From an optimization exercise on the open Yosys and OpenROAD flow, aimed at small area, a short achievable clock period and few clock cycles per item; shortcuts taken in it are not production practice. Function was checked by simulation only, so behaviour that the tests miss may differ from the original. Power is estimated from default activity; no workload was simulated.

== pepper ==
==> flow/design.v (excerpt) <==
module softmax_top (
  input  logic        clk,
  input  logic        rst_n,
  input  logic [15:0] fifo_data,
  input  logic        fifo_empty,
  output logic        rd_en,
  output logic [15:0] tx_data,
  output logic        tx_empty,
  input  logic        tx_fifo_en,
  input  logic [1:0]  control
);
Size: ~1900 cells after synthesis, roughly 40 I/O pins, roughly 22000 sq um of cells after synthesis.
Settings: LEC_CHECK=0, CAP_MARGIN=20, CORE_MARGIN=2, CORE_UTILIZATION=65, CTS_BUF_LIST=sky130_fd_sc_hd__clkbuf_16, CTS_CLUSTER_DIAMETER=100, CTS_CLUSTER_SIZE=28, SETUP_SLACK_MARGIN=5.0, SLEW_MARGIN=20; clock period 10.0 ns.
run.sh (not shown) runs the stock make flow with config.mk's settings and CLKGATE_MAP_FILE= SYNTH_SCRIPT=/design/flow/synth_recipe.tcl, a recipe that flattens the netlist after the stock synthesis.
Per the final summary, pepper finished and its layout is clean on timing, DRC and antenna.
Testbench counts of pepper, summed over its fixed seeds: cycles 3,456, items 192.
For juniper, these inputs were changed with respect to pepper:
- setting PLACE_DENSITY to 0.75 for the first time
==> flow/flow/run.sh (new file) <==
#!/bin/bash
# The standard layout (standard.sh), changed only in how hard and where the
# layout is optimised, not in the constraints it is signed off at:
#  - port buffers are sky130_fd_sc_hd__buf_4 instead of the delay cell buffer_ports picks
#    (every port still gets its own buffer),
#  - the pin placer keeps all pins on one edge (-exclude left:* -exclude right:* -exclude bottom:*), so the
#    bypass paths between input and output pins stay short.
# The full make output goes to make_flow.log; ORFS keeps each step's log
# under orfs/logs.
set -uo pipefail
sed -e 's/SETUP_SLACK_MARGIN=[0-9.]*/SETUP_SLACK_MARGIN=6.0 BUFFER_PORTS_ARGS="-buffer_cell sky130_fd_sc_hd__buf_4" PLACE_PINS_ARGS="-exclude left:* -exclude right:* -exclude bottom:*"/' standard.sh > standard_tuned.sh
bash standard_tuned.sh > make_flow.log 2>&1
status=$?
echo "standard flow exit $status"
exit $status
==> flow/standard.sh (new file) <==
#!/bin/bash
# synth_recipe.tcl (not shown) runs the flow's synth.tcl, then flattens the netlist and writes it again
# the make line also repeats each setting of config.mk as NAME=value (left out here)
make -C /OpenROAD-flow-scripts/flow DESIGN_CONFIG=/design/flow/config.mk WORK_HOME=/design/flow/orfs CLKGATE_MAP_FILE= SYNTH_SCRIPT=/design/flow/synth_recipe.tcl "${@:-finish}"
removed: flow/run.sh
Results
From juniper to pepper, total number of sequential cells did not move at all.
Global-route met3 utilization on juniper is down relative to pepper.
Final period utilization, juniper and pepper: higher on pepper
Across both runs, actual transition at the worst max-transition pin was lower for juniper than for pepper.
The following lists how amber was set up differently from juniper:
- clearing PLACE_DENSITY, which used to be 0.75
==> flow/flow/run.sh <==
#!/bin/bash
set -uo pipefail
sed -e 's/SETUP_SLACK_MARGIN=[0-9.]*/SETUP_SLACK_MARGIN=5.5 BUFFER_PORTS_ARGS="-buffer_cell sky130_fd_sc_hd__buf_4"/' standard.sh > standard_tuned.sh
bash standard_tuned.sh > make_flow.log 2>&1
status=$?
echo "standard flow exit $status"
exit $status
[summary]
Compared with juniper, amber shows half-perimeter wire length after detailed placement that has gone up by a few percent. On total buffers and inverters traversed by the critical path, the higher figure sits with amber, not juniper. amber vs juniper, slack of the critical path went down by 0.19 ns. Re length of routed wiring on met1: amber is 5.1% up on juniper. Between amber and juniper, global-route usage is higher for amber, juniper comes in under that.
Relative to amber, the following input files were edited for willow:
==> flow/flow/run.sh <==
#!/bin/bash
# The standard layout (standard.sh), changed only in how hard and where the
# layout is optimised, not in the constraints it is signed off at:
#  - port buffers are sky130_fd_sc_hd__buf_4 instead of the delay cell buffer_ports picks
#    (every port still gets its own buffer),
#  - the pin placer keeps all pins on one edge (-exclude left:* -exclude right:* -exclude bottom:*), so the
#    bypass paths between input and output pins stay short.
# The full make output goes to make_flow.log; ORFS keeps each step's log
# under orfs/logs.
set -uo pipefail
sed -e 's/SETUP_SLACK_MARGIN=[0-9.]*/SETUP_SLACK_MARGIN=7.0 BUFFER_PORTS_ARGS="-buffer_cell sky130_fd_sc_hd__buf_4" PLACE_PINS_ARGS="-exclude left:* -exclude right:* -exclude bottom:*"/' standard.sh > standard_tuned.sh
bash standard_tuned.sh > make_flow.log 2>&1
status=$?
echo "standard flow exit $status"
exit $status
==> comparison <==
Measured against each other, amber and willow differ in sequential portion of the cell area, the lower figure coming from willow. Higher register share of total power was reported by amber, not willow. Between amber and willow, the cell area reported after detailed placement is higher for willow. Looking at non-clock buffer total of the final layout, willow sits 260% higher than amber does.
Edits applied to the flow inputs when going from willow to violet:
-- flow/flow/run.sh --
<<< willow, line 11
sed -e 's/SETUP_SLACK_MARGIN=[0-9.]*/SETUP_SLACK_MARGIN=7.0 BUFFER_PORTS_ARGS="-buffer_cell sky130_fd_sc_hd__buf_4" PLACE_PINS_ARGS="-exclude left:* -exclude right:* -exclude bottom:*"/' standard.sh > standard_tuned.sh
>>> violet, line 11
sed -e 's/SETUP_SLACK_MARGIN=[0-9.]*/SETUP_SLACK_MARGIN=6.0 BUFFER_PORTS_ARGS="-buffer_cell sky130_fd_sc_hd__buf_4" PLACE_PINS_ARGS="-exclude left:* -exclude right:* -exclude bottom:*"/' standard.sh > standard_tuned.sh
Results
Compared with willow, violet ends up with less cell area.
Setup WNS willow -> violet: better
Signal arrival time at the worst endpoint in violet vs willow: down 0.02 ns
Fmax | violet vs willow | violet faster
Setup slack at placement: violet better than willow
violet vs willow, met3 routing resource usage after global routing went up by 0.33 points.
The signed area change from the synthesized netlist to the final layout of violet falls short of that of willow by 11 points.
Delta (violet minus willow): wire length went down by 9300 um, share of power burned in combinational logic went down by 4.2 points.

[separate check: timing with driven ports]
Ports are ideal in the flow. The routed layouts listed here were re-timed in OpenROAD.
Step 1 assumes that a clkbuf_16 drives the clock port and a buf_2 every other input.
Step 2, shift: input delay + t, output delay - t, t = (earliest + latest rising clock arrival at the registers) / 2. This alone moves slack from input paths to output paths.
a / b / c = no drivers / after step 1 / after step 2; a / b = the first two.
run | t, ns | setup slack, ns | slew at the worst register clock pin (ns) | worst data-port slew with drivers (ns)
pepper | 0.644 | 5.018 / 4.995 / 4.623 | 0.12 / 0.12 | 0.08
juniper | 0.657 | 5.291 / 5.195 / 5.169 | 0.11 / 0.11 | 0.15
amber | 0.654 | 5.099 / 5.050 / 4.962 | 0.11 / 0.11 | 0.07
willow | 0.631 | 5.267 / 5.175 / 5.175 | 0.11 / 0.11 | 0.14
violet | 0.657 | 5.286 / 5.187 / 5.079 | 0.11 / 0.11 | 0.15
After both steps setup and hold are still met in every run listed. The setup slack of pepper, which loses most, moves by -0.023 ns with the drivers and by -0.395 ns with both steps.
